Context: an optimization exercise on an open-source flow, tuned for small area, a short achievable clock period and few clock cycles per item. The choices shown serve that exercise and are no tape-out recipe. The RTL was checked by simulation tests, not by an equivalence proof against the original design. No activity file was given, so power comes from the tool's default toggle rates.

==> flow/design.v <==
package stl_pkg;
	localparam int TEXT_MAX_DEF = 256;
	localparam int RQ_DEPTH = 3;
	localparam logic [3:0] K_TEXT    = 4'd0;
	localparam logic [3:0] K_NAME    = 4'd1;
	localparam logic [3:0] K_NUMBER  = 4'd2;
	localparam logic [3:0] K_STRING  = 4'd3;
	localparam logic [3:0] K_SYMBOL  = 4'd4;
	localparam logic [3:0] K_EQ      = 4'd5;
	localparam logic [3:0] K_GE      = 4'd6;
	localparam logic [3:0] K_LE      = 4'd7;
	localparam logic [3:0] K_NEWLINE = 4'd8;
	localparam logic [3:0] K_LINE    = 4'd9;
	typedef struct packed {
		logic lf;       
		logic letter;   
		logic digit;    
		logic und;      
		logic dot;      
		logic dq;       
		logic sq;       
		logic bsl;      
		logic eq;       
		logic cmpch;    
		logic sym;      
		logic lf_sym;   
		logic rb;       
	} cls_t;
endpackage
import stl_pkg::*;
module stl_lexer #(
	parameter int TEXT_MAX = stl_pkg::TEXT_MAX_DEF
) (
	input  logic        clk,
	input  logic        arst_n,
	input  logic        in_v,
	input  logic [7:0]  in_c,
	input  logic        in_end,
	input  logic        in_nl,
	input  stl_pkg::cls_t cls,
	input  logic [2:0]  q_v,
	input  logic        num_pend,
	output logic        consume,
	output logic [1:0]  push_cnt,
	output logic [3:0]  r0_kind,
	output logic [8:0]  r0_val,
	output logic [3:0]  r1_kind,
	output logic [8:0]  r1_val,
	output logic [47:0] mant,
	output logic [3:0]  frac
);
	localparam int CNT_W = $clog2(TEXT_MAX + 1);
	localparam logic [CNT_W-1:0] CNT_MAX = CNT_W'(TEXT_MAX);
	localparam logic [47:0] MANT_MAX = {48{1'b1}};
	localparam logic [47:0] SAT_K    = 48'd28147497671065;   
	function automatic logic [47:0] mul10_add(input logic [47:0] x, input logic [3:0] d);
		logic [50:0] a, b, g, p, gg, pp, y;
		logic        cin;
		cin = d[3];
		a   = {1'b0, x, (d[3] ? 2'b11 : d[2:1])};
		b   = {3'b0, x};
		g   = a & b;
		p   = a ^ b;
		gg  = g;
		pp  = p;
		gg[0] = g[0] | (p[0] & cin);
		for (int l = 0; l < 6; l++) begin
			for (int i = 50; i >= 0; i--) begin
				if (((i >> l) & 1) == 1 && ((i >> l) << l) >= 1) begin
					gg[i] = gg[i] | (pp[i] & gg[((i >> l) << l) - 1]);
					pp[i] = pp[i] & pp[((i >> l) << l) - 1];
				end
			end
		end
		y[0] = p[0] ^ cin;
		for (int i = 1; i < 51; i++) begin
			y[i] = p[i] ^ gg[i - 1];
		end
		mul10_add = (x > SAT_K || (x == SAT_K && d[3:1] >= 3'd3)) ? MANT_MAX
			: {y[46:0], d[0]};
	endfunction
	function automatic logic [7:0] decode_escape(input logic [7:0] c);
		logic [7:0] r;
		unique case (c)
			8'h30: r = 8'h00;
			8'h62: r = 8'h08;
			8'h6E: r = 8'h0A;
			8'h72: r = 8'h0D;
			8'h74: r = 8'h09;
			default: r = c;
		endcase
		decode_escape = r;
	endfunction
	logic             m_name_q, m_int_q, m_frac_q, m_str_q, m_cmp_q;
	logic             m_name_n, m_int_n, m_frac_n, m_str_n, m_cmp_n;
	logic             m_idle;
	logic             sq_q, sq_n;      
	logic [1:0]       cmp_q, cmp_n;    
	logic             esc_q, esc_n;
	logic [47:0]      digit_q, digit_n;
	logic [3:0]       frac_q, frac_n;
	logic [CNT_W-1:0] text_q, text_n;
	logic [7:0]       c;
	logic [8:0]       cmp_val;
	logic [47:0]      digit_add;
	logic [CNT_W-1:0] text_inc;
	logic [3:0]       frac_inc;
	logic             run_idle;
	logic             ra_v, rb_v;
	logic [3:0]       ra_k, rb_k;
	logic [8:0]       ra_b, rb_b;
	logic             two, stall;
	assign c       = in_c;
	assign cmp_val = {7'b0001111, cmp_q};
	assign m_idle  = !(m_name_q || m_int_q || m_frac_q || m_str_q || m_cmp_q);
	assign mant = digit_q;
	assign frac = frac_q;
	always_comb begin
		two = (m_name_q && cls.lf_sym) || ((m_int_q || m_frac_q || m_cmp_q) && cls.rb);
		stall = q_v[2] || (q_v[1] && two) ||
			(num_pend && cls.digit && (m_idle || m_cmp_q));
		consume = in_v && !stall;
	end
	always_comb begin
		digit_add = mul10_add(digit_q, c[3:0]);
		text_inc  = (text_q < CNT_MAX) ? text_q + CNT_W'(1) : text_q;
		frac_inc  = (frac_q != 4'd15) ? frac_q + 4'd1 : frac_q;
		m_name_n = m_name_q;
		m_int_n  = m_int_q;
		m_frac_n = m_frac_q;
		m_str_n  = m_str_q;
		m_cmp_n  = m_cmp_q;
		sq_n     = sq_q;
		cmp_n    = cmp_q;
		esc_n    = esc_q;
		digit_n  = digit_q;
		frac_n   = frac_q;
		text_n   = text_q;
		run_idle = 1'b0;
		ra_v     = 1'b0;
		rb_v     = 1'b0;
		ra_k     = K_TEXT;
		ra_b     = 9'd0;
		rb_k     = K_TEXT;
		rb_b     = 9'd0;
		if (in_end) begin
			if (m_name_q) begin
				ra_v = 1'b1;
				ra_k = K_NAME;
				ra_b = 9'(text_q);
			end
			if (m_int_q || m_frac_q) begin
				ra_v = 1'b1;
				ra_k = K_NUMBER;
			end
			if (m_str_q) begin
				ra_v = 1'b1;
				ra_k = K_STRING;
				ra_b = 9'(text_q);
			end
			if (m_cmp_q) begin
				ra_v = 1'b1;
				ra_k = K_SYMBOL;
				ra_b = cmp_val;
			end
			m_name_n = 1'b0;
			m_int_n  = 1'b0;
			m_frac_n = 1'b0;
			m_str_n  = 1'b0;
			m_cmp_n  = 1'b0;
			esc_n    = 1'b0;
		end else begin
			if (m_idle) begin
				run_idle = 1'b1;
			end
			if (m_name_q) begin
				if (cls.letter || cls.digit || cls.und) begin
					text_n = text_inc;
					ra_v   = 1'b1;
					ra_k   = K_TEXT;
					ra_b   = {1'b0, c};
				end else begin
					ra_v     = 1'b1;
					ra_k     = K_NAME;
					ra_b     = 9'(text_q);
					run_idle = 1'b1;
				end
			end
			if (m_int_q) begin
				if (cls.digit) begin
					digit_n = digit_add;
				end else if (cls.dot) begin
					m_int_n  = 1'b0;
					m_frac_n = 1'b1;
				end else begin
					ra_v     = 1'b1;
					ra_k     = K_NUMBER;
					run_idle = 1'b1;
				end
			end
			if (m_frac_q) begin
				if (cls.digit) begin
					digit_n = digit_add;
					frac_n  = frac_inc;
				end else begin
					ra_v     = 1'b1;
					ra_k     = K_NUMBER;
					run_idle = 1'b1;
				end
			end
			if (m_str_q) begin
				if (esc_q) begin
					esc_n  = 1'b0;
					text_n = text_inc;
					ra_v   = 1'b1;
					ra_k   = K_TEXT;
					ra_b   = {1'b0, decode_escape(c)};
				end else if (sq_q ? cls.sq : cls.dq) begin
					ra_v    = 1'b1;
					ra_k    = K_STRING;
					ra_b    = 9'(text_q);
					m_str_n = 1'b0;
				end else if (cls.bsl) begin
					esc_n = 1'b1;
				end else begin
					text_n = text_inc;
					ra_v   = 1'b1;
					ra_k   = K_TEXT;
					ra_b   = {1'b0, c};
				end
			end
			if (m_cmp_q) begin
				m_cmp_n = 1'b0;
				ra_v    = 1'b1;
				if (cls.eq) begin
					if (cmp_q == 2'b01) begin
						ra_k = K_EQ;
					end else if (cmp_q == 2'b10) begin
						ra_k = K_GE;
					end else begin
						ra_k = K_LE;
					end
				end else begin
					ra_k     = K_SYMBOL;
					ra_b     = cmp_val;
					run_idle = 1'b1;
				end
			end
			if (run_idle) begin
				m_name_n = 1'b0;
				m_int_n  = 1'b0;
				m_frac_n = 1'b0;
				m_str_n  = 1'b0;
				m_cmp_n  = 1'b0;
				if (cls.lf) begin
					rb_v = 1'b1;
					rb_k = in_nl ? K_NEWLINE : K_LINE;
				end else if (cls.letter) begin
					m_name_n = 1'b1;
					text_n   = CNT_W'(1);
					rb_v     = 1'b1;
					rb_k     = K_TEXT;
					rb_b     = {1'b0, c};
				end else if (cls.digit) begin
					m_int_n = 1'b1;
					digit_n = {44'd0, c[3:0]};
					frac_n  = 4'd0;
				end else if (cls.dq || cls.sq) begin
					m_str_n = 1'b1;
					sq_n    = cls.sq;
					esc_n   = 1'b0;
					text_n  = '0;
				end else if (cls.cmpch) begin
					m_cmp_n = 1'b1;
					cmp_n   = c[1:0];
				end else if (cls.sym) begin
					rb_v = 1'b1;
					rb_k = K_SYMBOL;
					rb_b = {1'b0, c};
				end
			end
		end
		if (ra_v) begin
			r0_kind  = ra_k;
			r0_val   = ra_b;
			r1_kind  = rb_k;
			r1_val   = rb_b;
			push_cnt = !consume ? 2'd0 : rb_v ? 2'd2 : 2'd1;
		end else begin
			r0_kind  = rb_k;
			r0_val   = rb_b;
			r1_kind  = rb_k;
			r1_val   = rb_b;
			push_cnt = (consume && rb_v) ? 2'd1 : 2'd0;
		end
	end
	always_ff @(posedge clk or negedge arst_n) begin
		if (!arst_n) begin
			m_name_q <= 1'b0;
			m_int_q  <= 1'b0;
			m_frac_q <= 1'b0;
			m_str_q  <= 1'b0;
			m_cmp_q  <= 1'b0;
		end else if (consume) begin
			m_name_q <= m_name_n;
			m_int_q  <= m_int_n;
			m_frac_q <= m_frac_n;
			m_str_q  <= m_str_n;
			m_cmp_q  <= m_cmp_n;
		end
	end
	always_ff @(posedge clk) begin
		if (consume) begin
			sq_q    <= sq_n;
			cmp_q   <= cmp_n;
			esc_q   <= esc_n;
			digit_q <= digit_n;
			frac_q  <= frac_n;
			text_q  <= text_n;
		end
	end
endmodule
import stl_pkg::*;
module stl_res_fifo (
	input  logic        clk,
	input  logic        arst_n,
	input  logic [1:0]  push_cnt,
	input  logic [3:0]  r0_kind,
	input  logic [8:0]  r0_val,
	input  logic [3:0]  r1_kind,
	input  logic [8:0]  r1_val,
	output logic [2:0]  q_v,
	output logic        num_pend,
	output logic        out_valid,
	input  logic        out_stall,
	output logic [3:0]  head_kind,
	output logic [8:0]  head_val,
	output logic        head_num,
	output logic        head_len,
	output logic [19:0] head_line
);
	localparam logic [19:0] LINE_MAX = {20{1'b1}};
	function automatic logic is_num(input logic [3:0] k);
		is_num = k == K_NUMBER;
	endfunction
	function automatic logic is_len(input logic [3:0] k);
		is_len = k == K_NAME || k == K_STRING;
	endfunction
	logic [2:0]   v_q;
	logic [12:0]  e_q [0:2];    
	logic [19:0]  line_q;
	logic         num_q;
	logic         ov_q, hnum_q, hlen_q;
	logic         pop;
	logic         p1, p2;       
	logic [12:0]  r0, r1;
	logic [2:0]   v_s, v_p;     
	logic [12:0]  e_s [0:2];
	logic [12:0]  e_p [0:2];
	logic [3:0]   hk_s, hk_p;   
	logic         inc_s, inc_p;
	logic [19:0]  line_inc;
	assign out_valid = ov_q;
	assign pop       = v_q[0] && (!out_stall || e_q[0][12:9] == K_LINE);
	assign head_kind = e_q[0][12:9];
	assign head_val  = e_q[0][8:0];
	assign head_num  = hnum_q;
	assign head_len  = hlen_q;
	assign head_line = line_q;
	assign num_pend  = num_q;
	assign q_v       = v_q;
	always_comb begin
		p1 = push_cnt != 2'd0;
		p2 = push_cnt == 2'd2;
		r0 = {r0_kind, r0_val};
		r1 = {r1_kind, r1_val};
		v_s[0] = v_q[0] || p1;
		v_s[1] = v_q[1] || (v_q[0] && p1) || p2;
		v_s[2] = v_q[2] || (v_q[1] && p1) || (v_q[0] && p2);
		e_s[0] = v_q[0] ? e_q[0] : r0;
		e_s[1] = v_q[1] ? e_q[1] : (v_q[0] ? r0 : r1);
		e_s[2] = v_q[2] ? e_q[2] : (v_q[1] ? r0 : r1);
		v_p[0] = v_q[1] || p1;
		v_p[1] = v_q[2] || (v_q[1] && p1) || p2;
		v_p[2] = (v_q[2] && p1) || (v_q[1] && p2);
		e_p[0] = v_q[1] ? e_q[1] : r0;
		e_p[1] = v_q[2] ? e_q[2] : (v_q[1] ? r0 : r1);
		e_p[2] = v_q[2] ? r0 : r1;
		hk_s  = e_s[0][12:9];
		hk_p  = e_p[0][12:9];
		inc_s = !v_q[0] && p1 && r0_kind[3];
		inc_p = v_q[1] ? e_q[1][12] : (p1 && r0_kind[3]);
		line_inc = (line_q != LINE_MAX) ? line_q + 20'd1 : line_q;
	end
	always_ff @(posedge clk or negedge arst_n) begin
		if (!arst_n) begin
			v_q    <= '0;
			ov_q   <= 1'b0;
			line_q <= 20'd1;
			num_q  <= 1'b0;
		end else begin
			if (pop) begin
				v_q    <= v_p;
				ov_q   <= v_p[0] && hk_p != K_LINE;
				line_q <= inc_p ? line_inc : line_q;
			end else begin
				v_q    <= v_s;
				ov_q   <= v_s[0] && hk_s != K_LINE;
				line_q <= inc_s ? line_inc : line_q;
			end
			num_q <= (num_q && !(pop && e_q[0][12:9] == K_NUMBER)) ||
				(p1 && r0_kind == K_NUMBER);
		end
	end
	always_ff @(posedge clk) begin
		for (int i = 0; i < 3; i++) begin
			e_q[i] <= pop ? e_p[i] : e_s[i];
		end
		hnum_q <= pop ? is_num(hk_p) : is_num(hk_s);
		hlen_q <= pop ? is_len(hk_p) : is_len(hk_s);
	end
endmodule
import stl_pkg::*;
module script_token_lexer_top #(
	parameter int TEXT_MAX = stl_pkg::TEXT_MAX_DEF
) (
	input  logic              clk,
	input  logic              arst_n,
	input  logic              in_valid,
	output logic              in_stall,
	input  logic [8:0]        in_item,
	output logic              out_valid,
	input  logic              out_stall,
	output logic [92:0]       out_item,
	input  logic              cfg_valid,
	output logic              cfg_ready,
	input  logic              cfg_data
);
	function automatic stl_pkg::cls_t classify(input logic [7:0] c, input logic is_end);
		stl_pkg::cls_t k;
		logic sym;
		unique case (c)
			8'h2B, 8'h2D, 8'h2A, 8'h2F, 8'h25, 8'h2C, 8'h3B, 8'h3A,
			8'h28, 8'h29, 8'h5B, 8'h5D, 8'h7B, 8'h7D: sym = 1'b1;
			default: sym = 1'b0;
		endcase
		k.lf     = c == 8'h0A;
		k.letter = (c >= 8'h61 && c <= 8'h7A) || (c >= 8'h41 && c <= 8'h5A);
		k.digit  = c >= 8'h30 && c <= 8'h39;
		k.und    = c == 8'h5F;
		k.dot    = c == 8'h2E;
		k.dq     = c == 8'h22;
		k.sq     = c == 8'h27;
		k.bsl    = c == 8'h5C;
		k.eq     = c == 8'h3D;
		k.cmpch  = c == 8'h3D || c == 8'h3C || c == 8'h3E;
		k.sym    = sym;
		k.lf_sym = k.lf || sym;
		k.rb     = k.lf || k.letter || sym;
		classify = is_end ? '0 : k;
	endfunction
	logic        nl_en_q;
	logic        in_v_q;
	logic [7:0]  in_c_q;
	logic        in_end_q;
	logic        in_nl_q;
	stl_pkg::cls_t in_cls_q;
	logic        accept;
	logic        consume;
	logic [2:0]  q_v;
	logic        num_pend;
	logic [1:0]  push_cnt;
	logic [3:0]  r0_kind, r1_kind;
	logic [8:0]  r0_val, r1_val;
	logic [47:0] mant;
	logic [3:0]  frac;
	logic [3:0]  head_kind;
	logic [8:0]  head_val;
	logic [19:0] head_line;
	logic        is_num, is_len;
	assign cfg_ready = 1'b1;
	assign in_stall  = in_v_q && !consume;
	assign accept    = in_valid && !in_stall;
	always_ff @(posedge clk or negedge arst_n) begin
		if (!arst_n) begin
			nl_en_q <= 1'b0;
			in_v_q  <= 1'b0;
		end else begin
			if (cfg_valid) begin
				nl_en_q <= cfg_data;
			end
			in_v_q <= accept || (in_v_q && !consume);
		end
	end
	always_ff @(posedge clk) begin
		if (accept) begin
			in_c_q   <= in_item[8:1];
			in_end_q <= in_item[0];
			in_nl_q  <= nl_en_q;
			in_cls_q <= classify(in_item[8:1], in_item[0]);
		end
	end
	stl_lexer #(
		.TEXT_MAX(TEXT_MAX)
	) u_lexer (
		.clk      (clk),
		.arst_n   (arst_n),
		.in_v     (in_v_q),
		.in_c     (in_c_q),
		.in_end   (in_end_q),
		.in_nl    (in_nl_q),
		.cls      (in_cls_q),
		.q_v      (q_v),
		.num_pend (num_pend),
		.consume  (consume),
		.push_cnt (push_cnt),
		.r0_kind  (r0_kind),
		.r0_val   (r0_val),
		.r1_kind  (r1_kind),
		.r1_val   (r1_val),
		.mant     (mant),
		.frac     (frac)
	);
	stl_res_fifo u_fifo (
		.clk      (clk),
		.arst_n   (arst_n),
		.push_cnt (push_cnt),
		.r0_kind  (r0_kind),
		.r0_val   (r0_val),
		.r1_kind  (r1_kind),
		.r1_val   (r1_val),
		.q_v      (q_v),
		.num_pend (num_pend),
		.out_valid(out_valid),
		.out_stall(out_stall),
		.head_kind(head_kind),
		.head_val (head_val),
		.head_num (is_num),
		.head_len (is_len),
		.head_line(head_line)
	);
	assign out_item = {head_kind, is_len ? 8'd0 : head_val[7:0],
		is_num ? mant : 48'd0, is_num ? frac : 4'd0,
		is_len ? head_val : 9'd0, head_line};
endmodule
==> flow/flow/run.sh <==
#!/bin/bash
# Layout flow: the standard flow, with the port buffers that placement
# inserts made plain buffers (sky130_fd_sc_hd__buf_2) instead of the
# delay cells buffer_ports picks by default. Everything else is the
# standard flow (standard.sh), synthesis included.
set -e
cp standard.sh standard_sh_copy.txt
export BUFFER_PORTS_ARGS="-buffer_cell sky130_fd_sc_hd__buf_2"
bash standard.sh > standard.log 2>&1
==> flow/standard.sh <==
#!/bin/bash
# synth_recipe.tcl (not shown) runs the flow's synth.tcl, then flattens the netlist and writes it again
# the make line also repeats each setting of config.mk as NAME=value (left out here)
make -C /OpenROAD-flow-scripts/flow DESIGN_CONFIG=/design/flow/config.mk WORK_HOME=/design/flow/orfs CLKGATE_MAP_FILE= SYNTH_SCRIPT=/design/flow/synth_recipe.tcl "${@:-finish}"
==> flow/config.mk <==
export PLATFORM = sky130hd
export DESIGN_NAME = script_token_lexer_top
export DESIGN_NICKNAME = script_token_lexer_top
export VERILOG_FILES = /design/flow/design.v
export SDC_FILE = /design/flow/constraint.sdc
export NUM_CORES = 4
export LEC_CHECK = 0
export CAP_MARGIN = 20
export CORE_MARGIN = 2
export CORE_UTILIZATION = 65
export CTS_BUF_LIST = sky130_fd_sc_hd__clkbuf_4 sky130_fd_sc_hd__clkbuf_8
export SETUP_SLACK_MARGIN = 2.5
export SLEW_MARGIN = 20
==> flow/constraint.sdc <==
create_clock -name core_clock -period 5.0 [get_ports {clk}]
set_input_delay 1.0000 -clock core_clock [delete_from_list [all_inputs] [get_ports {clk}]]
set_output_delay 1.0000 -clock core_clock [all_outputs]
set_load 0.01 [all_outputs]
==> impl_metrics.yaml, run 1 <==
synthesis:
  synth_compound_area_share_pct: 23.2
  synth_cells: 1253
  synth_edf_count: 110
  synth-simple-area-share_pct: 20.8
  synth_fa_ha_area_share_pct: 6.37
  synth_ff_type: "edfxtp_1"
  synth_xor_area_share_pct: 5.03
  synth_cell_types: 99
  syn_nets: 1322
  yosys_warnings: 6
  synth_top_family_by_area: "compound AO/OA/AOI/OAI gates"
  yosysSeqAreaShare_pct: 39.7
  avgSynthCellArea_um2: 9.03
  synth.area.mux_share_pct: 1.38
  async_flop_share_pct: 19.9
  ys_seq_elements: 161
  syn_area_um2: 11300
clock_tree:
  ctsHtreeMaxLevel: 4
  clkLatencyLatePin_ps: 500
  clock_path_buffers: 2
  clk_pin_slew_worst_paths_ps: 110
  ctsRootBufferMaster: "clkbuf_8"
  cts.sinks: 161
  cts_tree: "built"
  cts_buffers: 17
global_route:
  grt_pass1_vias: 9946
  grt_pass1_wl_mm: 51.1
  grt_max_degree: 65
  grt_overflow: 0
  gr-usage-all-layers_pct: 35.1
  antenna_found_initial: 0
worst_setup_path:
  slowest_delay_ps: 420
  cp-end-kind: "register"
  crit_chain: "or2_1, ha_2, a21oi_2, fa_2, nor2b_4, o2111ai_2, a211o_1, a2111oi_4, buf_4, o211ai_4, nand2_4, a31oi_1, xor2_1, a21oi_1"
  worst-path-max-fanout: 7
  cp.required_ps: 5240
  start_kind: "register"
  path_class: "register to register"
  critical_path_arrival_ps: 3640
  cpMaxStageDelayCell: "fa_2"
place:
  dp_hpwl_mm: 19.8
  post-place-ws_ps: 1290
  gp_congestion: 0.926
  io_buffers: 109
routing:
  wl_per_cell_um: 23.2
  drt_first_iter_violations: 1777
  vias: 12200
  vias_per_cell: 7.07
  ant_nets: 0
  routed_wl_mm: 40.0
  first_pass_iters: 18
  drc: 0
sta:
  slew_headroom_pct: 51.4
  skew_ps: 17.4
  fin_ws_ps: 1600
  rsz0062_at_grt: "true"
  finalSetupViolations: 0
  timing.final.crit_share_pct: 68.1
  fin_crit_ps: 3400
  clock.fmax_mhz: 294
  worst_slew_pin_slew_ps: 729
  tns_ps: 0
  finalHoldViolCount: 0
  slew_violations: 0
pwr:
  clockPowerShare_pct: 10.3
  leakage_nw: 6.30
  ir_worst_vdd_mv: 0.532
  combPwrFrac_pct: 64.9
  total_power_mw: 10.6
  netSwitchingFraction_pct: 48.1
  powerDensity_nw_per_um2: 705
  p_int_mw: 5.52
  power_switching_mw: 5.12
  p_seq_share_pct: 24.9
floorplan:
  die_h_um: 136
  die-area_um2: 18500
  initial_core_util_pct: 65.8
  die_w_um: 136
  rows: 48
  io_pins: 111
  core_area_um2: 17200
status:
  status: "no timing/DRC/antenna violations"
finish:
  regArea_um2: 4500
  multi_input_area_um2: 7560
  fin_nets: 1556
  fillers: 820
  antennaDiodeCount: 0
  area_growth_pct: 33.6
  drive_above_1_share_pct: 35.3
min_path:
  hold_class: "register to register"
job:
  maxCapViolCount: 0
-- worst max-delay path: cells and delay by family, from the launching register on --
| family | cells | cell delay, ps |
|---|---|---|
| simple gates | 3 | 460 |
| xor+xnor | 1 | 230 |
| fa+ha+maj | 2 | 600 |
| buf+inv | 1 | 190 |
| compound gates | 7 | 1250 |
| flops | 1 | 410 |
-- cells in the final DEF (no fill, tap or decap), types with 7 or more instances in the layout --
| cell type | count |
|---|---|
| buf_4 | 118 |
| edfxtp_1 | 110 |
| buf_2 | 108 |
| nand2_1 | 107 |
| nor2_1 | 82 |
| a21oi_1 | 77 |
| o21ai_0 | 70 |
| and2_1 | 66 |
| ha_1 | 46 |
| buf_6 | 46 |
| nand3_1 | 31 |
| a21oi_2 | 31 |
| xor2_1 | 28 |
| xnor2_1 | 28 |
| dfrtp_1 | 25 |
| inv_1 | 24 |
| nand4_1 | 22 |
| a21o_1 | 21 |
| o21ai_1 | 18 |
| dfxtp_1 | 18 |
| clkbuf_8 | 17 |
| nor3_1 | 16 |
| nor2b_1 | 15 |
| nand2b_1 | 13 |
| a31oi_1 | 13 |
| o21a_1 | 11 |
| and3_1 | 11 |
| o21ai_2 | 10 |
| mux2i_1 | 10 |
| o22ai_1 | 10 |
| nand2_4 | 8 |
| nor2_4 | 8 |
| xnor2_2 | 8 |
| nor4_1 | 7 |
-- final timing paths --
kind	depth (start not counted)	slack (ps)	start	endpoint
max in group asynchronous	1	3920	arst_n	u_lexer.m_str_q
hold / removal	2	500	u_fifo.e_q[2][12]	u_fifo.e_q[2][12]
setup / recovery	14	1600	in_c_q[3]	u_lexer.digit_q[44]
min in group asynchronous	1	540	arst_n	u_fifo.v_q[1]
setup reg to reg	14	1600	in_c_q[3]	u_lexer.digit_q[44]
hold reg to reg	2	500	u_fifo.e_q[2][12]	u_fifo.e_q[2][12]
-- synth_stat cells, drive strengths merged (19+ instances only) --
library cell / count / area (µm²)
xnor2: 36 / 315
nand4: 22 / 138
o21ai: 102 / 514
nor2: 96 / 363
ha: 48 / 601
a21o: 21 / 158
a21oi: 114 / 582
dfrtp: 31 / 776
a31oi: 20 / 131
nand3: 35 / 175
edfxtp: 110 / 3300
inv: 27 / 101
and2: 70 / 438
xor2: 29 / 254
buf: 19 / 103
nand2: 124 / 468
nor3: 23 / 115
dfxtp: 19 / 380
clkbuf: 51 / 191
-- state kept, by name (all words and copies together) (netlist names), 2 cells and up --
signal,cells
in_c_q,8
in_cls_q,13
u_fifo.e_q,39
u_fifo.line_q,20
u_fifo.v_q,3
u_lexer.cmp_q,2
u_lexer.digit_q,48
u_lexer.frac_q,4
u_lexer.text_q,9
-- what timing repair did --
item | CTS | global route
setup endpoints to repair | 214 | 115
buffers inserted | 80 | 75
hold buffers | 0 | 0
gates resized for setup | 148 | 157
cloned | 4 | 3
pin swaps | 67 | 116
-- power groups by stage --
stage               combinational [mW]  sequential [mW]  clock [mW]
global placement                  4.29             2.67           0
floorplan                         3.55             2.41           0
detailed placement                4.38             2.68           0
global route                      7.26             2.68        1.14
finish                            6.90             2.65        1.09
CTS                               5.34             2.57        1.08
-- routing by layer --
layer,GRT usage [%],part of all wire [%],vias to the layer above
li1,-,-,5148
met1,48.9,37,5688
met2,54.5,46,1085
met3,6.82,12,273
met4,13.3,5.2,0
met5,0,0,-
-- layout make-up --
| cell class | count | area share, % |
|---|---|---|
| Inverter | 29 | 0.779 |
| Multi-Input combinational cell | 994 | 50.1 |
| Clock buffer | 17 | 1.55 |
| Clock inverter | 15 | 1.41 |
| Sequential cell | 161 | 29.8 |
| Tap cell | 225 | 1.86 |
| Timing Repair Buffer | 284 | 14.5 |
-- logic make-up after synthesis --
kind of cell               Yosys count
other                                1
buffers and inverters               99
muxes                               15
AOI/OAI and AO/OA                  398
and+or+nand+nor                    460
adders and majority gates           54
DFF                                161
xor gates and xnor gates            65
-- metrics by stage --
stage | utilization [%] | instances | hold slack, ps | area [µm²]
6_report | 87.9 | 1725 | 496 | 15100
5_1_grt | 87.9 | 1725 | 503 | 15100
4_1_cts | 80.2 | 1646 | 476 | 13800
3_5_place_dp | 70.1 | 1530 | 452 | 12000
3_3_place_gp | 70.1 | 1530 | 432 | 12000
2_1_floorplan | - | 1253 | 421 | 11400
Testbench counts, summed over its fixed seeds: cycles 44,563, items 44,472.
==> run 2, diff against run 1 <==
--- a/flow/config.mk
+++ b/flow/config.mk
@@ -10,4 +10,4 @@
 export CORE_UTILIZATION = 65
 export CTS_BUF_LIST = sky130_fd_sc_hd__clkbuf_4 sky130_fd_sc_hd__clkbuf_8
-export SETUP_SLACK_MARGIN = 2.5
+export SETUP_SLACK_MARGIN = 1.5
 export SLEW_MARGIN = 20
==> impl_metrics.yaml, run 2 <==
clock_tree:
  cts_tree: "built"
  clkLatencyLatePin_ps: 470
  ctsHtreeMaxLevel: 4
  cts_buffers: 17
  cts.sinks: 161
  ctsRootBufferMaster: "clkbuf_8"
  holdBufCountCts: 0
  clk_pin_slew_worst_paths_ps: 100
  clock_path_buffers: 2
synthesis:
  avgSynthCellArea_um2: 9.03
  synth_common_cells: "nand2_1, a21oi_1, edfxtp_1"
  synth_ff_type: "edfxtp_1"
  synth_edf_count: 110
  synthTopCellsByArea: "edfxtp_1, dfrtp_1, ha_1"
  synth_top_area_share_pct: 29.2
  async_flop_share_pct: 19.9
  ys_seq_elements: 161
  yosysSeqAreaShare_pct: 39.7
  synth_cells: 1253
  yosys.area.top_type: "edfxtp_1"
  synth_cell_types: 99
  syn_nets: 1322
  syn_area_um2: 11300
  yosysMostFrequentCell: "nand2_1"
  yosys_warnings: 6
sta:
  tns_ps: 0
  timing.final.crit_share_pct: 67.6
  slew_violations: 0
  rsz0062_at_grt: "true"
  fin_crit_ps: 3380
  slew_headroom_pct: 29.8
  skew_ps: 16.2
  worst_slew_pin_slew_ps: 1050
  finalHoldViolCount: 0
  clock.fmax_mhz: 296
  finalSetupViolations: 0
routing:
  vias: 10200
  ant_nets: 0
  drc: 0
  wl_per_cell_um: 18.7
  routed_wl_mm: 29.4
  first_pass_iters: 5
  drt_first_iter_violations: 1030
  vias_per_cell: 6.50
finish:
  reg_top3: "u_lexer.digit_q (48), u_fifo.e_q (39), u_fifo.line_q (20)"
  fin_nets: 1402
  top_register: "u_lexer.digit_q"
  antennaDiodeCount: 0
  largest_register_ffs: 48
  area_growth_pct: 9.78
  final_common_cell: "nand2_1"
  final_cell_mix: "nand2_1, a21oi_1, edfxtp_1"
  drive_above_1_share_pct: 15.9
  fillers: 1362
  stdcell_area_um2: 12400
pwr:
  ir_worst_vdd_mv: 0.354
  p_seq_share_pct: 32.7
  netSwitchingFraction_pct: 47.8
  powerDensity_nw_per_um2: 651
  power_switching_mw: 3.86
  clockPowerShare_pct: 11.6
  leakage_nw: 5.08
  total_power_mw: 8.08
  p_int_mw: 4.22
  combPwrFrac_pct: 55.7
worst_setup_path:
  cp.required_ps: 5220
  reg2reg_depth: 13
  start_kind: "register"
  reg2reg_to: "u_lexer.digit_q[34]"
  worst-path-max-fanout: 5
  endpoint: "u_lexer.digit_q[34]"
  critical_path_arrival_ps: 3600
  r2r_setup_slack_ps: 1620
  timing.rr.start: "in_c_q[1]"
  cp-end-kind: "register"
  crit_start: "in_c_q[1]"
  path_class: "register to register"
floorplan:
  rows: 48
  die_w_um: 136
  die_h_um: 136
  io_pins: 111
  core_area_um2: 17200
  initial_core_util_pct: 65.8
  die-area_um2: 18500
global_route:
  grt_max_degree: 53
  gr-usage-all-layers_pct: 32.5
  grt_overflow: 0
  antenna_found_initial: 0
  grt_pass1_vias: 9207
  grt_pass1_wl_mm: 47.5
place:
  io_buffers: 109
  gp_congestion: 0.954
  dp_hpwl_mm: 20.3
  place_area_um2: 12000
job:
  maxCapViolCount: 0
min_path:
  hold_class: "register to register"
status:
  status: "no timing/DRC/antenna violations"
==> run 2: cells by family (layout without fill, tap and decap cells) <==
group	after synthesis	count (layout)	share of synthesized area, %
buffers and inverters	99	192	3.56
and+or+nand+nor	460	460	20.8
adders and majority gates	54	54	6.37
DFF	161	161	39.7
AOI/OAI and AO/OA	398	398	23.2
muxes	15	15	1.38
xor gates and xnor gates	65	65	5.03
other	1	1	0.0332
==> run 2: metrics by stage <==
step	setup WS [ps]	cells	hold slack [ps]	util [%]
after global routing	1450	1571	512	72.3
final	1620	1571	496	72.3
after CTS	1560	1567	495	71.9
after global placement	1300	1531	453	69.6
after detailed placement	1210	1531	470	69.6
after floorplan	1800	1253	421	-
==> run 2: repair_timing <==
item | 4_1_cts | 5_1_grt
setup endpoints to repair | 18 | 16
pin swaps | 0 | 3
buffers inserted | 4 | 4
resized for setup | 0 | 9
==> run 2: layer usage <==
layer	track usage, %	share of wire, %	vias up
li1	-	-	4819
met5	0	0	-
met3	6.00	8.8	52
met1	48.4	46	4820
met4	8.39	1.7	0
met2	48.8	44	520
==> run 2: worst max-delay path: stages (launching register included) <==
cell	delay, ps
edfxtp_1	380
or2_4	140
ha_1	140
a21oi_1	50
fa_2	360
nor2b_2	140
o2111ai_2	150
a211o_1	400
a2111oi_4	440
or2_4	210
a21boi_2	100
fa_1	400
xor2_1	150
a21oi_1	80
==> run 2: cell type report <==
cell class | instances | area (µm²) | area share [%]
Tap cell | 225 | 282 | 2.27
Clock inverter | 15 | 134 | 1.08
Sequential cell | 161 | 4490 | 36.1
Clock buffer | 17 | 234 | 1.88
Multi-Input combinational cell | 993 | 6460 | 52.0
Inverter | 29 | 109 | 0.877
Timing Repair Buffer | 131 | 711 | 5.72
==> run 2: worst min-delay path by stage <==
stage | start | end | slack [ps] | cells after the start
finish | u_fifo.line_q[7] | u_fifo.line_q[7] | 500 | 1
global route | u_fifo.line_q[4] | u_fifo.line_q[4] | 510 | 1
CTS | nl_en_q | in_nl_q | 500 | 0
detailed placement | nl_en_q | in_nl_q | 470 | 0
global placement | nl_en_q | in_nl_q | 450 | 0
floorplan | nl_en_q | in_nl_q | 420 | 0
==> run 2: power groups by stage <==
stage / Sequential (mW) / Combinational (mW) / Clock, mW
3_3_place_gp: 2.65 / 4.23 / 0
6_report: 2.64 / 4.50 / 0.936
2_1_floorplan: 2.41 / 3.45 / 0
4_1_cts: 2.62 / 4.39 / 0.947
3_5_place_dp: 2.66 / 4.34 / 0
5_1_grt: 2.71 / 4.99 / 0.997
==> run 3, diff against run 2 <==
==> flow/flow/run.sh (replaced) <==
#!/bin/bash
# Layout flow: the standard flow, with the port buffers that placement
# inserts made plain buffers (sky130_fd_sc_hd__buf_1) instead of the
# delay cells buffer_ports picks by default. Everything else is the
# standard flow (standard.sh), synthesis included.
set -e
cp standard.sh standard_sh_copy.txt
export BUFFER_PORTS_ARGS="-buffer_cell sky130_fd_sc_hd__buf_1"
bash standard.sh > standard.log 2>&1
--- a/flow/config.mk
+++ b/flow/config.mk
@@ -10,4 +10,6 @@
 export CORE_UTILIZATION = 65
 export CTS_BUF_LIST = sky130_fd_sc_hd__clkbuf_4 sky130_fd_sc_hd__clkbuf_8
-export SETUP_SLACK_MARGIN = 1.5
+export CTS_CLUSTER_DIAMETER = 100
+export CTS_CLUSTER_SIZE = 30
+export SETUP_SLACK_MARGIN = 1.6
 export SLEW_MARGIN = 20
==> impl_metrics.yaml, run 3 <==
worst_setup_path:
  cp.required_ps: 5230
  reg2reg_to: "u_lexer.digit_q[33]"
  timing.rr.start: "in_c_q[1]"
  path_class: "register to register"
  r2r_setup_slack_ps: 1660
  worst-path-max-fanout: 4
  start_kind: "register"
  critical_path_arrival_ps: 3570
  reg2reg_depth: 12
  cp-end-kind: "register"
min_path:
  hold_path_depth: 2
  hold_class: "register to register"
  hold_end: "u_fifo.e_q[2][12]"
  hold_start: "u_fifo.e_q[2][12]"
clock_tree:
  holdBufCountCts: 0
  clock_path_buffers: 2
  clkLatencyLatePin_ps: 480
  clk_pin_slew_worst_paths_ps: 110
  ctsRootBufferMaster: "clkbuf_8"
  cts_tree: "built"
  ctsHtreeMaxLevel: 4
  cts_buffers: 17
  cts.sinks: 161
global_route:
  use_met1_pct: 49.5
  grt_max_degree: 53
  gr-usage-all-layers_pct: 32.9
  grt_pass1_wl_mm: 48.1
  grt_use_met3_pct: 6.45
  grt.busiest_layer: "met2"
  grt_pass1_vias: 9275
  grt_use_met2_pct: 49.7
  antenna_found_initial: 0
  grt_overflow: 0
place:
  dp_hpwl_mm: 20.4
  io_buffers: 109
  post-place-ws_ps: 1220
  gp_congestion: 0.951
routing:
  wl_per_cell_um: 18.8
  ant_nets: 0
  vias: 10300
  drc: 0
  vias_per_cell: 6.50
  drt_first_iter_violations: 1077
  routed_wl_mm: 29.7
  first_pass_iters: 9
sta:
  tns_ps: 0
  finalHoldViolCount: 0
  clock.fmax_mhz: 299
  slew_headroom_pct: 32.8
  rsz0062_at_grt: "true"
  skew_ps: 23.4
  fin_ws_ps: 1660
  slew_violations: 0
  timing.final.crit_share_pct: 66.9
  finalSetupViolations: 0
  worst_slew_pin_slew_ps: 1010
  fin_crit_ps: 3340
synthesis:
  yosys.area.top_type: "edfxtp_1"
  yosys_warnings: 6
  synth_cells: 1253
  synth_top_area_share_pct: 29.2
  synth_cell_types: 99
  avgSynthCellArea_um2: 9.03
  ys_seq_elements: 161
  syn_area_um2: 11300
  synthTopCellsByArea: "edfxtp_1, dfrtp_1, ha_1"
  synth_edf_count: 110
  synth_common_cells: "nand2_1, a21oi_1, edfxtp_1"
  async_flop_share_pct: 19.9
  yosysMostFrequentCell: "nand2_1"
  synth_ff_type: "edfxtp_1"
  yosysSeqAreaShare_pct: 39.7
  syn_nets: 1322
finish:
  final_common_cell: "nand2_1"
  top_register: "u_lexer.digit_q"
  antennaDiodeCount: 0
  final_cell_mix: "nand2_1, a21oi_1, edfxtp_1"
  largest_register_ffs: 48
  reg_top3: "u_lexer.digit_q (48), u_fifo.e_q (39), u_fifo.line_q (20)"
  fin_nets: 1409
  drive_above_1_share_pct: 8.50
  area_growth_pct: 9.64
floorplan:
  initial_core_util_pct: 65.8
  die-area_um2: 18500
  core_area_um2: 17200
  io_pins: 111
  die_w_um: 136
  rows: 48
  die_h_um: 136
status:
  status: "no timing/DRC/antenna violations"
pwr:
  leakage_nw: 4.72
  powerDensity_nw_per_um2: 659
  ir_worst_vdd_mv: 0.345
job:
  maxCapViolCount: 0
[run 3: cell count changes in the layout (fill, tap and decap cells not counted), moves of 4 or more]
cell and delta:
buf_4 +5, clkinv_8 +4, buf_1 +108, inv_8 +4, inv_6 -5, buf_2 -109
[run 3: layer usage]
layer / routed length, µm / vias up
li1: - / 4838
met4: 372 / 0
met2: 13400 / 498
met3: 2620 / 42
met1: 13400 / 4885
met5: 0 / -
[run 3: cell type report]
| cell class | count | area, µm² |
|---|---|---|
| Timing Repair Buffer | 137 | 624 |
| Fill cell | 1355 | 4780 |
| Tap cell | 225 | 282 |
| Clock inverter | 15 | 181 |
| Clock buffer | 17 | 234 |
| Multi-Input combinational cell | 994 | 6480 |
| Inverter | 29 | 109 |
| Sequential cell | 161 | 4490 |
[run 3: how the worst max path moves through the flow]
stage               depth (start not counted)             endpoint  slack [ps]      start
detailed placement                         13  u_lexer.digit_q[34]        1220  in_c_q[1]
global route                               12  u_lexer.digit_q[33]        1560  in_c_q[1]
floorplan                                  12  u_lexer.digit_q[34]        1800  in_c_q[3]
global placement                           13  u_lexer.digit_q[34]        1310  in_c_q[1]
finish                                     12  u_lexer.digit_q[33]        1660  in_c_q[1]
CTS                                        12  u_lexer.digit_q[33]        1600  in_c_q[1]
[run 3: cell families (layout without fill, tap and decap cells)]
| logic type | after synthesis | in the layout | share of synthesized area, % |
|---|---|---|---|
| other | 1 | 1 | 0.0332 |
| XOR/XNOR | 65 | 65 | 5.03 |
| buffers and inverters | 99 | 198 | 3.56 |
| flip-flops | 161 | 161 | 39.7 |
| adder cells (fa/ha/maj) | 54 | 54 | 6.37 |
| multiplexers | 15 | 15 | 1.38 |
| AND/OR/NAND/NOR | 460 | 461 | 20.8 |
| AO/OA/AOI/OAI | 398 | 398 | 23.2 |
[run 3: critical path, stage by stage, from the launching register on]
cell       delay (ps)
edfxtp_1          380
or2_4             140
ha_1              130
a21oi_1            50
fa_2              350
nor2b_2           140
o2111ai_2         140
a211o_1           390
a2111oi_4         470
or2_4             220
a21boi_4           70
fa_2              530
a31oi_1            70
[run 3: where the power goes]
group	switching [mW]	internal [mW]
registers	0.553	2.09
clock network	0.619	0.390
logic	2.76	1.76
total	3.93	4.24
[run 3: stage by stage]
stage                     area, µm²  hold slack, ps  total power [mW]  utilization, %  instances
after detailed placement      11800             454              6.96            68.8       1531
after floorplan               11300             421              5.87               -       1253
after CTS                     12300             481              8.00            71.5       1568
after global placement        11800             455              6.85            68.8       1531
after global routing          12400             511              8.79            72.2       1578
final                         12400             486              8.17            72.2       1578
[run 3: timing repair]
item,4_1_cts,5_1_grt
hold endpoints to repair,0,0
setup buffers,5,9
pin swaps,0,5
gates resized for setup,0,14
setup endpoints to repair,21,63
cloned,0,1
==> run 4, diff against run 3 <==
--- a/flow/design.v
+++ b/flow/design.v
@@ -26,4 +26,5 @@
 		logic lf_sym;   
 		logic rb;       
+		logic [1:0] e_lo;   
 	} cls_t;
 endpackage
@@ -54,9 +55,10 @@
 	localparam logic [47:0] MANT_MAX = {48{1'b1}};
 	localparam logic [47:0] SAT_K    = 48'd28147497671065;   
-	function automatic logic [47:0] mul10_add(input logic [47:0] x, input logic [3:0] d);
+	function automatic logic [47:0] mul10_add(input logic [47:0] x, input logic [3:0] d,
+			input logic [1:0] e_lo);
 		logic [50:0] a, b, g, p, gg, pp, y;
 		logic        cin;
 		cin = d[3];
-		a   = {1'b0, x, (d[3] ? 2'b11 : d[2:1])};
+		a   = {1'b0, x, e_lo};
 		b   = {3'b0, x};
 		g   = a & b;
@@ -123,5 +125,5 @@
 	end
 	always_comb begin
-		digit_add = mul10_add(digit_q, c[3:0]);
+		digit_add = mul10_add(digit_q, c[3:0], cls.e_lo);
 		text_inc  = (text_q < CNT_MAX) ? text_q + CNT_W'(1) : text_q;
 		frac_inc  = (frac_q != 4'd15) ? frac_q + 4'd1 : frac_q;
@@ -458,5 +460,10 @@
 		k.lf_sym = k.lf || sym;
 		k.rb     = k.lf || k.letter || sym;
-		classify = is_end ? '0 : k;
+		k.e_lo   = 2'b00;
+		if (is_end) begin
+			k = '0;
+		end
+		k.e_lo   = c[3] ? 2'b11 : c[2:1];
+		classify = k;
 	endfunction
 	logic        nl_en_q;
==> impl_metrics.yaml, run 4 <==
sta:
  clock.fmax_mhz: 298
  timing.final.crit_share_pct: 67.0
  fin_ws_ps: 1650
  worst_slew_pin_slew_ps: 967
  slew_headroom_pct: 35.1
  finalHoldWorstSlack_ps: 453
  fin_crit_ps: 3350
  slew_violations: 0
  tns_ps: 0
  rsz0062_at_grt: "true"
  finalHoldViolCount: 0
  skew_ps: 14.9
  finalSetupViolations: 0
clock_tree:
  cts_buffers: 17
  cts_tree: "built"
  clock_path_buffers: 2
  clkLatencyLatePin_ps: 480
  cts.sinks: 163
  clk_pin_slew_worst_paths_ps: 90
  holdBufCountCts: 0
  ctsHtreeMaxLevel: 4
  ctsRootBufferMaster: "clkbuf_8"
worst_setup_path:
  slowest_delay_ps: 450
  critical_path_arrival_ps: 3670
  crit_family: "compound AO/OA/AOI/OAI gates"
  crit_chain: "fa_2, fa_2, a211o_1, a21oi_4, o211a_1, nor3_2, o2111ai_2, a31oi_2, o21a_2, o211a_1, nor3_2"
  worst-path-max-fanout: 4
  worst-path-buf-inv: 0
  cp.required_ps: 5320
  path_class: "register to register"
  start_kind: "register"
  cp-end-kind: "register"
  cpMaxStageDelayCell: "edfxtp_1"
floorplan:
  initial_core_util_pct: 66.9
  core_area_um2: 16600
  rows: 47
  die-area_um2: 18200
  die_h_um: 135
  io_pins: 111
  die_w_um: 135
finish:
  top_register: "u_lexer.digit_q"
  reg_top3: "u_lexer.digit_q (48), u_fifo.e_q (39), u_fifo.line_q (20)"
  final_common_cell: "edfxtp_1"
  final_cell_mix: "edfxtp_1, buf_1, nand2_1"
  drive_above_1_share_pct: 8.57
  fin_nets: 1375
  antennaDiodeCount: 0
  stdcell_area_um2: 12300
  area_growth_pct: 10.3
  fillers: 1251
  largest_register_ffs: 48
synthesis:
  synth_ff_type: "edfxtp_1"
  yosys.area.top_type: "edfxtp_1"
  synth_cell_types: 85
  avgSynthCellArea_um2: 9.13
  synth_common_cells: "edfxtp_1, nand2_1, a21oi_1"
  synth_edf_count: 112
  syn_nets: 1288
  yosysMostFrequentCell: "edfxtp_1"
  yosysSeqAreaShare_pct: 40.8
  synth_top_area_share_pct: 30.2
  synthTopCellsByArea: "edfxtp_1, dfrtp_1, ha_1"
  synth_cells: 1219
  syn_area_um2: 11100
  async_flop_share_pct: 19.6
  ys_seq_elements: 163
  yosys_warnings: 6
status:
  status: "no timing/DRC/antenna violations"
routing:
  routed_wl_mm: 28.7
  vias_per_cell: 6.49
  wl_per_cell_um: 18.6
  drc: 0
  first_pass_iters: 5
  ant_nets: 0
  drt_first_iter_violations: 1096
  vias: 9992
pwr:
  powerDensity_nw_per_um2: 639
  ir_worst_vdd_mv: 0.371
  leakage_nw: 4.59
  total_power_mw: 7.85
place:
  post-place-ws_ps: 1140
  dp_hpwl_mm: 19.7
  io_buffers: 109
  gp_congestion: 0.929
  place_area_um2: 11700
global_route:
  gr-usage-all-layers_pct: 31.3
  grt_overflow: 0
  grt_max_degree: 54
  grt_pass1_wl_mm: 45.8
  antenna_found_initial: 0
  grt_pass1_vias: 8967
min_path:
  hold_class: "register to register"
job:
  maxCapViolCount: 0
## run 4: what timing repair did
item | in CTS | in global routing
pin swaps | 5 | 13
setup buffers | 3 | 7
cloned | 1 | 0
resized for setup | 8 | 19
setup endpoints to repair | 45 | 46
## run 4: routing by layer
metal | GRT usage, % | share of wire [%] | up-vias
met4 | 9.30 | 2.1 | 0
met1 | 46.5 | 45 | 4710
met3 | 4.62 | 7.9 | 56
met2 | 47.6 | 45 | 492
met5 | 0 | 0 | -
li1 | - | - | 4734
## run 4: path summary, 6_finish.rpt
check	cells after the start	end	slack (ps)	startpoint
setup / recovery	11	u_lexer.digit_q[46]	1650	in_c_q[3]
hold / removal	0	in_nl_q	450	nl_en_q
setup reg to reg	11	u_lexer.digit_q[46]	1650	in_c_q[3]
hold reg to reg	0	in_nl_q	450	nl_en_q
max in group asynchronous	1	u_lexer.m_str_q	3800	arst_n
min in group asynchronous	1	u_fifo.line_q[7]	610	arst_n
## run 4: cell families after synthesis
logic type	share of synthesized area (%)
multiplexers	0.865
AND/OR/NAND/NOR	20.2
other	0.0337
XOR/XNOR	4.80
buffers and inverters	3.56
AO/OA/AOI/OAI	23.2
adder cells (fa/ha/maj)	6.54
flip-flops	40.8
## run 4: cell type report
cell class	instances	area (µm²)	share of cell area (%)
timing repair buffer	131	588	4.79
clock inverter	14	168	1.37
sequential	163	4550	37.0
clock buffer	18	241	1.97
multi-input combinational	957	6330	51.5
inverter	36	135	1.10
tap	220	275	2.24
## run 4: power by group
group / switching, mW / internal, mW
sequential: 0.537 / 2.09
clock: 0.574 / 0.426
combinational: 2.55 / 1.68
## run 4: metrics by stage
stage | utilization, % | instances
2_1_floorplan | - | 1219
3_3_place_gp | 70.1 | 1496
3_5_place_dp | 70.1 | 1496
4_1_cts | 72.9 | 1532
5_1_grt | 73.8 | 1539
6_report | 73.8 | 1539
Testbench counts of run 4, summed over its fixed seeds: cycles 44,563, items 44,472.
==> run 5, diff against run 4 <==
==> flow/flow/run.sh (replaced) <==
#!/bin/bash
# Layout flow: the standard flow (standard.sh, synthesis included) with
# two changes to how the layout is built:
# - the port buffers that placement inserts are plain buffers
#   (sky130_fd_sc_hd__buf_1) instead of the delay cells buffer_ports
#   picks by default;
# - clock tree synthesis uses clkbuf_8 buffers and no dummy loads.
set -e
cp standard.sh standard_sh_copy.txt
export BUFFER_PORTS_ARGS="-buffer_cell sky130_fd_sc_hd__buf_1"
export CTS_ARGS="-sink_clustering_enable -repair_clock_nets -sink_clustering_size 30 -sink_clustering_max_diameter 100 -buf_list sky130_fd_sc_hd__clkbuf_8 -dont_use_dummy_load"
bash standard.sh > standard.log 2>&1
--- a/flow/config.mk
+++ b/flow/config.mk
@@ -9,7 +9,4 @@
 export CORE_MARGIN = 2
 export CORE_UTILIZATION = 65
-export CTS_BUF_LIST = sky130_fd_sc_hd__clkbuf_4 sky130_fd_sc_hd__clkbuf_8
-export CTS_CLUSTER_DIAMETER = 100
-export CTS_CLUSTER_SIZE = 30
 export SETUP_SLACK_MARGIN = 1.6
 export SLEW_MARGIN = 20
==> impl_metrics.yaml, run 5 <==
status:
  status: "no timing/DRC/antenna violations"
clock_tree:
  clock_path_buffers: 2
  holdBufCountCts: 0
  cts_tree: "built"
  ctsRootBufferMaster: "clkbuf_8"
  cts_buffers: 17
  clk_pin_slew_worst_paths_ps: 80
  clkLatencyLatePin_ps: 480
  cts.sinks: 163
  ctsHtreeMaxLevel: 4
sta:
  worst_slew_pin_slew_ps: 956
  fin_crit_ps: 3300
  clock.fmax_mhz: 303
  slew_violations: 0
  slew_headroom_pct: 35.8
  fin_ws_ps: 1700
  finalHoldWorstSlack_ps: 446
  finalSetupViolations: 0
  rsz0062_at_grt: "true"
  timing.final.crit_share_pct: 66.0
  tns_ps: 0
  finalHoldViolCount: 0
  skew_ps: 45.5
routing:
  routed_wl_mm: 28.3
  wl_per_cell_um: 18.6
  drt_first_iter_violations: 1109
  vias_per_cell: 6.49
  drc: 0
  ant_nets: 0
  vias: 9883
  first_pass_iters: 5
synthesis:
  yosys.area.top_type: "edfxtp_1"
  syn_area_um2: 11100
  synth_cells: 1219
  synth_cell_types: 85
  ys_seq_elements: 163
  avgSynthCellArea_um2: 9.13
  yosysSeqAreaShare_pct: 40.8
  synthTopCellsByArea: "edfxtp_1, dfrtp_1, ha_1"
  yosys_warnings: 6
  synth_edf_count: 112
  yosysMostFrequentCell: "edfxtp_1"
  syn_nets: 1288
  synth_ff_type: "edfxtp_1"
  synth_common_cells: "edfxtp_1, nand2_1, a21oi_1"
  synth_top_area_share_pct: 30.2
  async_flop_share_pct: 19.6
pwr:
  p_int_mw: 4.05
  clockPowerShare_pct: 9.7
  ir_worst_vdd_mv: 0.365
  p_seq_share_pct: 34.8
  power_switching_mw: 3.49
  powerDensity_nw_per_um2: 624
  netSwitchingFraction_pct: 46.3
  total_power_mw: 7.54
  leakage_nw: 4.49
  combPwrFrac_pct: 55.5
floorplan:
  die_w_um: 135
  rows: 47
  io_pins: 111
  initial_core_util_pct: 66.9
  die_h_um: 135
  core_area_um2: 16600
  die-area_um2: 18200
place:
  post-place-ws_ps: 1140
  gp_congestion: 0.929
  io_buffers: 109
  dp_hpwl_mm: 19.7
  dp.cells: 1496
worst_setup_path:
  start_kind: "register"
  cp-end-kind: "register"
  cp.required_ps: 5170
  critical_path_arrival_ps: 3470
  path_class: "register to register"
  worst-path-max-fanout: 4
finish:
  largest_register_ffs: 48
  antennaDiodeCount: 0
  final_common_cell: "edfxtp_1"
  area_growth_pct: 8.50
  final_cell_mix: "edfxtp_1, buf_1, nand2_1"
  reg_top3: "u_lexer.digit_q (48), u_fifo.e_q (39), u_fifo.line_q (20)"
  top_register: "u_lexer.digit_q"
  drive_above_1_share_pct: 6.91
  layout.cells.non_filler: 1522
  fin_nets: 1373
job:
  maxCapViolCount: 0
global_route:
  grt_overflow: 0
  grt_pass1_wl_mm: 45.6
  grt_max_degree: 54
  antenna_found_initial: 0
  grt_pass1_vias: 8927
  gr-usage-all-layers_pct: 31.2
min_path:
  hold_class: "register to register"
-- run 5: layout make-up --
type | count | area (µm²)
multi-input combinational | 957 | 6300
tap | 220 | 275
clock buffer | 17 | 234
fill | 1287 | 4560
sequential | 163 | 4550
timing repair buffer | 129 | 586
inverter | 36 | 135
-- run 5: kinds of logic (layout without fill, tap and decap cells) --
kind of cell | count (synthesis) | in the layout | share of synthesized area (%)
simple gates | 437 | 437 | 20.2
buf+inv | 100 | 182 | 3.56
fa+ha+maj | 54 | 54 | 6.54
compound gates | 394 | 395 | 23.2
other cells | 1 | 1 | 0.0337
flops | 163 | 163 | 40.8
mux | 9 | 9 | 0.865
xor+xnor | 61 | 61 | 4.80
-- run 5: worst max-delay path: stages (launching register included) --
cell and delay (ps):
edfxtp_1 440, fa_2 410, fa_2 360, a211o_1 310, a21oi_4 180, o211a_1 240
nor3_2 100, o2111ai_2 240, a31oi_2 140, o21a_1 230, o31ai_1 250, a21oi_1 100
-- run 5: path summary, 6_finish.rpt --
kind                                start                  end  slack [ps]  depth (start not counted)
worst min-delay path              nl_en_q              in_nl_q         450                          0
min in group asynchronous          arst_n    u_fifo.line_q[16]         610                          1
worst min register to register    nl_en_q              in_nl_q         450                          0
worst max-delay path            in_c_q[3]  u_lexer.digit_q[47]        1700                         11
worst max register to register  in_c_q[3]  u_lexer.digit_q[47]        1700                         11
max in group asynchronous          arst_n      u_lexer.m_str_q        3780                          1
-- run 5: stage by stage --
| step | util (%) | cell area (µm²) |
|---|---|---|
| 2_1_floorplan | - | 11100 |
| 3_3_place_gp | 70.1 | 11700 |
| 3_5_place_dp | 70.1 | 11700 |
| 4_1_cts | 71.8 | 12000 |
| 5_1_grt | 72.6 | 12100 |
| 6_report | 72.6 | 12100 |
-- run 5: per-layer routing --
| metal | GRT usage (%) | share of wire, % |
|---|---|---|
| met1 | 46.5 | 45 |
| met2 | 47.3 | 46 |
| met3 | 4.43 | 7.6 |
| met4 | 9.53 | 1.6 |
| met5 | 0 | 0 |
-- run 5: power groups by stage --
stage / Combinational, mW / Clock [mW] / Sequential (mW)
final: 4.18 / 0.734 / 2.62
after CTS: 4.05 / 0.736 / 2.61
after global placement: 3.89 / 0 / 2.63
after global routing: 4.64 / 0.788 / 2.69
after floorplan: 3.16 / 0 / 2.41
after detailed placement: 3.97 / 0 / 2.65
-- run 5: repair_timing --
item / 4_1_cts / 5_1_grt
resized for setup: 9 / 12
cloned: 1 / 0
buffers inserted: 3 / 5
pin swaps: 5 / 4
setup endpoints to repair: 48 / 45
==> run 6, diff against run 5 <==
--- a/flow/design.v
+++ b/flow/design.v
@@ -54,10 +54,7 @@
 	localparam logic [CNT_W-1:0] CNT_MAX = CNT_W'(TEXT_MAX);
 	localparam logic [47:0] MANT_MAX = {48{1'b1}};
-	localparam logic [47:0] SAT_K    = 48'd28147497671065;   
-	function automatic logic [47:0] mul10_add(input logic [47:0] x, input logic [3:0] d,
-			input logic [1:0] e_lo);
-		logic [50:0] a, b, g, p, gg, pp, y;
-		logic        cin;
-		cin = d[3];
+	function automatic logic [30:0] mul5_add(input logic [27:0] x, input logic [1:0] e_lo,
+			input logic cin);
+		logic [30:0] a, b, g, p, gg, pp, y;
 		a   = {1'b0, x, e_lo};
 		b   = {3'b0, x};
@@ -67,6 +64,6 @@
 		pp  = p;
 		gg[0] = g[0] | (p[0] & cin);
-		for (int l = 0; l < 6; l++) begin
-			for (int i = 50; i >= 0; i--) begin
+		for (int l = 0; l < 5; l++) begin
+			for (int i = 30; i >= 0; i--) begin
 				if (((i >> l) & 1) == 1 && ((i >> l) << l) >= 1) begin
 					gg[i] = gg[i] | (pp[i] & gg[((i >> l) << l) - 1]);
@@ -76,9 +73,8 @@
 		end
 		y[0] = p[0] ^ cin;
-		for (int i = 1; i < 51; i++) begin
+		for (int i = 1; i < 31; i++) begin
 			y[i] = p[i] ^ gg[i - 1];
 		end
-		mul10_add = (x > SAT_K || (x == SAT_K && d[3:1] >= 3'd3)) ? MANT_MAX
-			: {y[46:0], d[0]};
+		mul5_add = y;
 	endfunction
 	function automatic logic [7:0] decode_escape(input logic [7:0] c);
@@ -100,10 +96,14 @@
 	logic [1:0]       cmp_q, cmp_n;    
 	logic             esc_q, esc_n;
-	logic [47:0]      digit_q, digit_n;
+	logic [23:0]      lo_q;
+	logic [27:0]      hi_q;
+	logic [3:0]       co_q;
+	logic             pend_q, sat_q;
+	logic             dstep, dstart;    
 	logic [3:0]       frac_q, frac_n;
 	logic [CNT_W-1:0] text_q, text_n;
 	logic [7:0]       c;
 	logic [8:0]       cmp_val;
-	logic [47:0]      digit_add;
+	logic [30:0]      y_lo, y_hi;
 	logic [CNT_W-1:0] text_inc;
 	logic [3:0]       frac_inc;
@@ -116,5 +116,5 @@
 	assign cmp_val = {7'b0001111, cmp_q};
 	assign m_idle  = !(m_name_q || m_int_q || m_frac_q || m_str_q || m_cmp_q);
-	assign mant = digit_q;
+	assign mant = (sat_q || hi_q[27:24] != 4'd0) ? MANT_MAX : {hi_q[23:0], lo_q};
 	assign frac = frac_q;
 	always_comb begin
@@ -125,5 +125,6 @@
 	end
 	always_comb begin
-		digit_add = mul10_add(digit_q, c[3:0], cls.e_lo);
+		y_lo      = mul5_add({4'd0, lo_q}, cls.e_lo, c[3]);
+		y_hi      = mul5_add(hi_q, co_q[3] ? 2'b11 : co_q[2:1], co_q[3]);
 		text_inc  = (text_q < CNT_MAX) ? text_q + CNT_W'(1) : text_q;
 		frac_inc  = (frac_q != 4'd15) ? frac_q + 4'd1 : frac_q;
@@ -136,5 +137,6 @@
 		cmp_n    = cmp_q;
 		esc_n    = esc_q;
-		digit_n  = digit_q;
+		dstep    = 1'b0;
+		dstart   = 1'b0;
 		frac_n   = frac_q;
 		text_n   = text_q;
@@ -191,5 +193,5 @@
 			if (m_int_q) begin
 				if (cls.digit) begin
-					digit_n = digit_add;
+					dstep   = 1'b1;
 				end else if (cls.dot) begin
 					m_int_n  = 1'b0;
@@ -203,5 +205,5 @@
 			if (m_frac_q) begin
 				if (cls.digit) begin
-					digit_n = digit_add;
+					dstep   = 1'b1;
 					frac_n  = frac_inc;
 				end else begin
@@ -266,5 +268,5 @@
 				end else if (cls.digit) begin
 					m_int_n = 1'b1;
-					digit_n = {44'd0, c[3:0]};
+					dstart  = 1'b1;
 					frac_n  = 4'd0;
 				end else if (cls.dq || cls.sq) begin
@@ -313,9 +315,27 @@
 	end
 	always_ff @(posedge clk) begin
+		if (consume && dstart) begin
+			lo_q   <= {20'd0, c[3:0]};
+			co_q   <= 4'd0;
+			hi_q   <= '0;
+			pend_q <= 1'b0;
+			sat_q  <= 1'b0;
+		end else begin
+			if (consume && dstep) begin
+				lo_q <= {y_lo[22:0], c[0]};
+				co_q <= y_lo[26:23];
+			end
+			if (pend_q) begin
+				hi_q <= {y_hi[26:0], co_q[0]};
+			end
+			pend_q <= consume && dstep;
+			sat_q  <= sat_q || hi_q[27:24] != 4'd0;
+		end
+	end
+	always_ff @(posedge clk) begin
 		if (consume) begin
 			sq_q    <= sq_n;
 			cmp_q   <= cmp_n;
 			esc_q   <= esc_n;
-			digit_q <= digit_n;
 			frac_q  <= frac_n;
 			text_q  <= text_n;
--- a/flow/config.mk
+++ b/flow/config.mk
@@ -9,4 +9,4 @@
 export CORE_MARGIN = 2
 export CORE_UTILIZATION = 65
-export SETUP_SLACK_MARGIN = 1.6
+export SETUP_SLACK_MARGIN = 2.3
 export SLEW_MARGIN = 20
==> impl_metrics.yaml, run 6 <==
status:
  status: "no timing/DRC/antenna violations"
routing:
  drt_first_iter_violations: 1362
  drc: 0
  vias_per_cell: 6.50
  ant_nets: 0
  first_pass_iters: 7
  routed_wl_mm: 30.5
  vias: 10500
  wl_per_cell_um: 19.0
clock_tree:
  ctsRootBufferMaster: "clkbuf_8"
  cts_tree: "built"
  clock_path_buffers: 2
  cts.sinks: 173
  clk_pin_slew_worst_paths_ps: 80
  clkLatencyLatePin_ps: 470
  ctsHtreeMaxLevel: 4
  cts_buffers: 17
worst_setup_path:
  worst-path-buf-inv: 3
  critical_path_arrival_ps: 3380
  cp-end-kind: "register"
  crit_chain: "inv_4, fa_2, inv_2, fa_2, a211oi_2, nor3_2, or4_4, nand4b_1, buf_4, a31oi_2, a41oi_2, xnor2_1, a22o_1"
  slowest_delay_ps: 520
  start_kind: "register"
  cpMaxStageDelayCell: "or4_4"
  worst-path-max-fanout: 3
  path_class: "register to register"
  crit_family: "simple AND/OR/NAND/NOR gates"
  cp_common_cell: "fa_2"
  cp.required_ps: 5340
  r2r_setup_slack_ps: 1960
finish:
  largest_register_ffs: 39
  multi_input_area_um2: 6990
  reg_top3: "u_fifo.e_q (39), u_lexer.hi_q (28), u_lexer.lo_q (24)"
  antennaDiodeCount: 0
  top_register: "u_fifo.e_q"
  stdcell_area_um2: 13200
  drive_above_1_share_pct: 19.5
  fin_nets: 1467
  final_cell_mix: "buf_1, nor2_1, nand2_1"
  fillers: 1086
  regArea_um2: 4320
  layout.cells.non_filler: 1609
  final_common_cell: "buf_1"
  area_growth_pct: 19.9
  fin_util_pct: 79.9
pwr:
  ir_worst_vdd_mv: 0.313
  power_switching_mw: 3.21
  p_seq_share_pct: 34.8
  powerDensity_nw_per_um2: 537
  combPwrFrac_pct: 54.8
  p_int_mw: 3.91
  clockPowerShare_pct: 10.4
  netSwitchingFraction_pct: 45.1
  leakage_nw: 5.22
place:
  gp_congestion: 0.939
  io_buffers: 109
  dp.cells: 1501
  place_area_um2: 11600
  dp_hpwl_mm: 18.7
synthesis:
  synth_edf_count: 68
  yosysSeqAreaShare_pct: 39.0
  syn_nets: 1306
  synth_top_area_share_pct: 18.5
  synth_compound_area_share_pct: 22.9
  async_flop_share_pct: 18.5
  avgSynthCellArea_um2: 8.98
  synth_xor_area_share_pct: 4.76
  synth.area.mux_share_pct: 2.71
  syn_area_um2: 11000
  yosys.area.top_type: "edfxtp_1"
  synth_fa_ha_area_share_pct: 7.72
  synth_ff_type: "dfxtp_1"
  synth_cells: 1230
  synth_cell_types: 83
  synth_top_family_by_area: "compound AO/OA/AOI/OAI gates"
  synth_common_cells: "nor2_1, nand2_1, a21oi_1"
  synthTopCellsByArea: "edfxtp_1, dfxtp_1, dfrtp_1"
  synth-simple-area-share_pct: 19.2
  yosys_warnings: 6
  yosysMostFrequentCell: "nor2_1"
  ys_seq_elements: 173
sta:
  timing.final.crit_share_pct: 60.8
  rsz0062_at_grt: "true"
  worst_slew_pin_slew_ps: 990
  skew_ps: 40.0
  fin_crit_ps: 3040
  finalSetupViolations: 0
  clock.fmax_mhz: 329
  slew_violations: 0
  finalHoldWorstSlack_ps: 462
  finalHoldViolCount: 0
  tns_ps: 0
  slew_headroom_pct: 34.0
floorplan:
  io_pins: 111
  die-area_um2: 18100
  die_w_um: 134
  initial_core_util_pct: 66.6
  core_area_um2: 16600
  rows: 47
  die_h_um: 134
global_route:
  antenna_found_initial: 0
  grt_pass1_wl_mm: 44.1
  grt_pass1_vias: 8932
  grt_max_degree: 53
  gr-usage-all-layers_pct: 30.2
  grt_overflow: 0
min_path:
  hold_class: "register to register"
job:
  maxCapViolCount: 0
run 6: power by group through the flow:
stage	clock network (mW)	logic, mW	registers (mW)
floorplan	0	2.46	2.26
global placement	0	2.96	2.49
detailed placement	0	3.03	2.50
CTS	0.746	3.31	2.47
global route	0.793	4.22	2.52
finish	0.742	3.90	2.47
run 6: cell type report:
class	count	share of cell area, %
clock buffers	17	1.77
flip-flops and latches	173	32.6
inverters	38	1.16
repair buffers	207	9.57
well taps	220	2.08
multi-input cells	954	52.8
run 6: cells by family (layout without fill, tap and decap cells):
| family | after synthesis | in the layout |
|---|---|---|
| muxes | 29 | 29 |
| xor gates and xnor gates | 60 | 60 |
| DFF | 173 | 173 |
| AOI/OAI and AO/OA | 383 | 383 |
| buffers and inverters | 106 | 262 |
| adders and majority gates | 61 | 61 |
| other | 1 | 1 |
| and+or+nand+nor | 417 | 420 |
run 6: per-stage QoR:
step           setup slack, ps  total power [mW]
3_3_place_gp              1680              5.45
5_1_grt                   1860              7.54
3_5_place_dp              1590              5.53
6_report                  1960              7.11
2_1_floorplan             2010              4.72
4_1_cts                   1990              6.53
run 6: worst reg2reg max path: stages (launching register included):
cell and delay (ps):
edfxtp_1 440, inv_4 80, fa_2 180, inv_2 40
fa_2 360, a211oi_2 230, nor3_2 80, or4_4 520
nand4b_1 220, buf_4 160, a31oi_2 110, a41oi_2 260
xnor2_1 90, a22o_1 170
run 6: worst paths after layout:
path	from	end	cells after the start
worst min-delay path	u_lexer.co_q[0]	u_lexer.co_q[0]	2
worst min register to register	u_lexer.co_q[0]	u_lexer.co_q[0]	2
max in group asynchronous	arst_n	u_lexer.m_cmp_q	1
worst max-delay path	in_c_q[3]	u_lexer.co_q[2]	13
worst max register to register	in_c_q[3]	u_lexer.co_q[2]	13
min in group asynchronous	arst_n	u_fifo.v_q[0]	1
run 6: what timing repair did:
action                     4_1_cts  5_1_grt
buffers inserted                39       47
hold buffers                     0        0
pin swaps                       33       41
resized for setup               75       96
cloned                           1        4
setup endpoints to repair      210      175
run 6: metal layers:
metal | vias up | routed length [µm] | part of all wire, % | GRT usage, %
met4 | 0 | 1120 | 3.7 | 10.8
met5 | - | 0 | 0 | 0
met1 | 4862 | 12800 | 42 | 42.5
li1 | 4837 | - | - | -
met2 | 620 | 14100 | 46 | 47.1
met3 | 136 | 2520 | 8.2 | 5.74
Testbench counts of run 6, summed over its fixed seeds: cycles 44,563, items 44,472.

[port drivers added, routing unchanged]
The results above use ideal ports. As a check the final layouts listed here were re-extracted and re-timed, cells and wires unchanged. Step 1: set_driving_cell puts a clkbuf_16 on clk and a buf_2 on each other input, an assumption about the parent block. Step 2 moves the port delays by t, midway between the first and last clock arrival at a register: inputs arrive t later, outputs are due t later. That takes back most of the time a late clock gives input paths. a / b / c = ideal ports / drivers / drivers and shift; a / b = the first two.
| run | shift t [ns] | slack for setup (ns) | latest minus earliest clock arrival (ns) |
|---|---|---|---|
| run 1 | 0.534 | 1.595 / 1.595 / 1.595 | 0.018 / 0.017 |
| run 2 | 0.503 | 1.620 / 1.620 / 1.620 | 0.018 / 0.018 |
| run 3 | 0.515 | 1.656 / 1.656 / 1.656 | 0.024 / 0.024 |
| run 4 | 0.512 | 1.648 / 1.648 / 1.648 | 0.015 / 0.015 |
| run 5 | 0.496 | 1.700 / 1.688 / 1.700 | 0.046 / 0.047 |
| run 6 | 0.497 | 1.961 / 1.961 / 1.939 | 0.040 / 0.040 |
After both steps every run listed still meets setup and hold. The setup slack of run 6, which loses most, moves by 0.000 ns with the drivers and by -0.022 ns with both steps.
